This is an optimization exercise on Yosys and OpenROAD, whose aim is small area and a short achievable clock period, not a production implementation.
In this exercise RTL edits were held to simulation tests only and were not proved equivalent to the original.
Power and IR drop assume default switching activity.

v40:
==> flow/design.v (excerpt) <==
module barrett_top (
  input  logic        clk_i,
  input  logic        rst_ni,
  input  logic        cfg_we_i,
  input  logic [47:0] cfg_i,         
  input  logic        in_valid_i,
  input  logic [35:0] in_i,          
  output logic        out_valid_o,
  output logic [19:0] out_o          
);
==> flow/config.mk <==
export PLATFORM = sky130hd
export DESIGN_NAME = barrett_top
export DESIGN_NICKNAME = barrett_top
export VERILOG_FILES = /design/flow/design.v
export SDC_FILE = /design/flow/constraint.sdc
export NUM_CORES = 4
export LEC_CHECK = 0
export CAP_MARGIN = 20
export CORE_MARGIN = 2
export CORE_UTILIZATION = 65
export CTS_BUF_LIST = sky130_fd_sc_hd__clkbuf_8
export CTS_CLUSTER_DIAMETER = 45
export CTS_CLUSTER_SIZE = 20
export PLACE_DENSITY = 0.75
export SETUP_SLACK_MARGIN = 4.3
export SLEW_MARGIN = 20
==> flow/constraint.sdc <==
create_clock -name core_clock -period 7.0 [get_ports {clk_i}]
set_input_delay 1.4000 -clock core_clock [delete_from_list [all_inputs] [get_ports {clk_i}]]
set_output_delay 1.4000 -clock core_clock [all_outputs]
set_load 0.01 [all_outputs]
standard.sh (not shown) runs the stock make flow with config.mk's settings and CLKGATE_MAP_FILE= SYNTH_SCRIPT=/design/flow/synth_recipe.tcl, a recipe that flattens the netlist after the stock synthesis.
==> flow/flow/run.sh <==
#!/bin/bash
# The standard layout, with plain buf_1 cells (not clkdlybuf4s50_1) as the
# port buffers that ORFS inserts before global placement. make's full output
# goes to standard.log; each ORFS step also keeps its own log under orfs/logs.
set -euo pipefail
export BUFFER_PORTS_ARGS="-buffer_cell sky130_fd_sc_hd__buf_1"
bash standard.sh > standard.log 2>&1
Modified inputs, v17 compared to v40
Settings: swapping 20 for 24 in CTS_CLUSTER_SIZE; putting TNS_END_PERCENT at 100 where nothing was set; swapping 0.75 for 0.65 in PLACE_DENSITY; swapping 4.3 for 4.1 in SETUP_SLACK_MARGIN; swapping 45 for 50 in CTS_CLUSTER_DIAMETER.
Notes after the runs:
Having completed the whole flow, v17 delivered a layout that passed the timing, design-rule and antenna checks.
Lower post-layout worst setup margin was reported by v17, not v40.
STATUS routed wire length: v17 wins against v40
In the tables for v17 and v40, wire length on met1 reads higher with v40.
v17: final weighted congestion in routability-driven placement is 3.0% higher than what v40 reported.
Diff v17 and v40: power after layout higher in v40
v17 — worst-path maximum fanout 12 higher, v40 as reference
Reported for v17 and v40, starting density of the core turned out identical to the last digit.
On final instance area, v40 loses to v17.
Compared with v40, in v17 synthesized cell count now sits at about the same level, non-clock buffer instance count of the final layout now sits lower.
[inputs] v3 vs v17
Settings: changing PLACE_DENSITY from 0.65 to 0.7; changing CTS_CLUSTER_SIZE from 24 to 20; removing TNS_END_PERCENT (formerly 100); changing CTS_CLUSTER_DIAMETER from 50 to 45.
### Flow results
Comparing the two runs side by side, v3 comes out behind v17 on leakage power total. On v3: final instance count without filler cells is 0.74% higher than what v17 gave. Net switching power (v3 vs. v17) increases slightly. v17 ended up with barrett_cfg_i.q_o[11] as its source of the critical timing path; v3 ended up with barrett_reduce_i.s4_cols_1713_q. Global-route usage essentially unchanged between v17 and v3. Comparing v17 and v3, sequential share of cell area is higher on v17. Comparing the two runs side by side, v3 comes out ahead of v17 on maximum clock rate. v17 and v3 ended up with nearly the same worst hold slack. Setup WNS v17 -> v3: better.
## Diff of input files: v30 against v3
Settings: SETUP_SLACK_MARGIN changed from 4.1 to 4.15.
## What came out
As far as final cell area excluding filler cells is concerned, v30 and v3 perform about the same. Max logic depth of the worst setup path including buffers across v30 and v3: v30. Fraction of area in registers essentially unchanged between v30 and v3. Min required time of the critical path across v30 and v3: v30.
> inputs changed (v30 -> v10)
Settings: SETUP_SLACK_MARGIN: 4.15 -> 4.1; CTS_CLUSTER_DIAMETER: 45 -> 50; CTS_CLUSTER_SIZE: 20 -> 24.
Findings:
- Sort v10 and v30 by routing usage on met1 asc -> top: v10
- Going from v30 to v10, portion of total power attributed to the clock network saw a decrease, number of antenna violations at the first check in global routing saw a decrease.
- Relative to v30, count of clock-buffer cells in the layout has decreased by 4 in v10.
- Of v10 and v30, it is v10 that has the lower proportion of cell area spent on the clock network.
- Relative to v30, the design area measured on v10 has decreased slightly.
- Of v10 and v30, the higher clock edge transition at the registers on the reported setup and hold paths belongs to v10.
- v10 has worst setup slack above what v30 had.
- Non-clock buffer count: v10 lower than v30
- As far as number of remaining DRC errors goes, v10 and v30 are indistinguishable; the numbers are identical.
#### Input delta (v39 over v10)
Settings: an added TNS_END_PERCENT of 50.
[summary]
Compared v39 against v10; normalized max-slew margin within noise.
From v10 to v39 the numbers moved as follows: clock skew after layout went down 4.1 ps; total number of vias went up about 0.4%; final sum of negative setup slack held.

## what the ideal ports hide
Ports are ideal in the flow. The routed layouts listed here were re-timed in OpenROAD.
Step 1 (the two cells are an assumption about what drives the block):
set clk [get_ports {clk_i}]
set_driving_cell -lib_cell sky130_fd_sc_hd__clkbuf_16 $clk
set_driving_cell -lib_cell sky130_fd_sc_hd__buf_2 [delete_from_list [all_inputs] $clk]
Step 2, shift: input delay + t, output delay - t, t = (earliest + latest rising clock arrival at the registers) / 2. This alone moves slack from input paths to output paths.
a / b / c = no drivers / after step 1 / after step 2; a / b = the first two.
run | t, ns | setup slack, ns | pins driven straight from the clock port
v40 | 0.629 | 4.181 / 4.181 / 4.040 | 1
v17 | 0.661 | 4.174 / 4.174 / 4.174 | 1
v3 | 0.588 | 4.183 / 4.183 / 4.183 | 1
v30 | 0.599 | 4.121 / 4.121 / 4.121 | 1
v10 | 0.661 | 4.174 / 4.174 / 4.174 | 1
v39 | 0.663 | 4.098 / 4.098 / 4.098 | 1
After both steps setup and hold are still met in every run listed. The setup slack of v40, which loses most, moves by 0.000 ns with the drivers and by -0.141 ns with both steps.
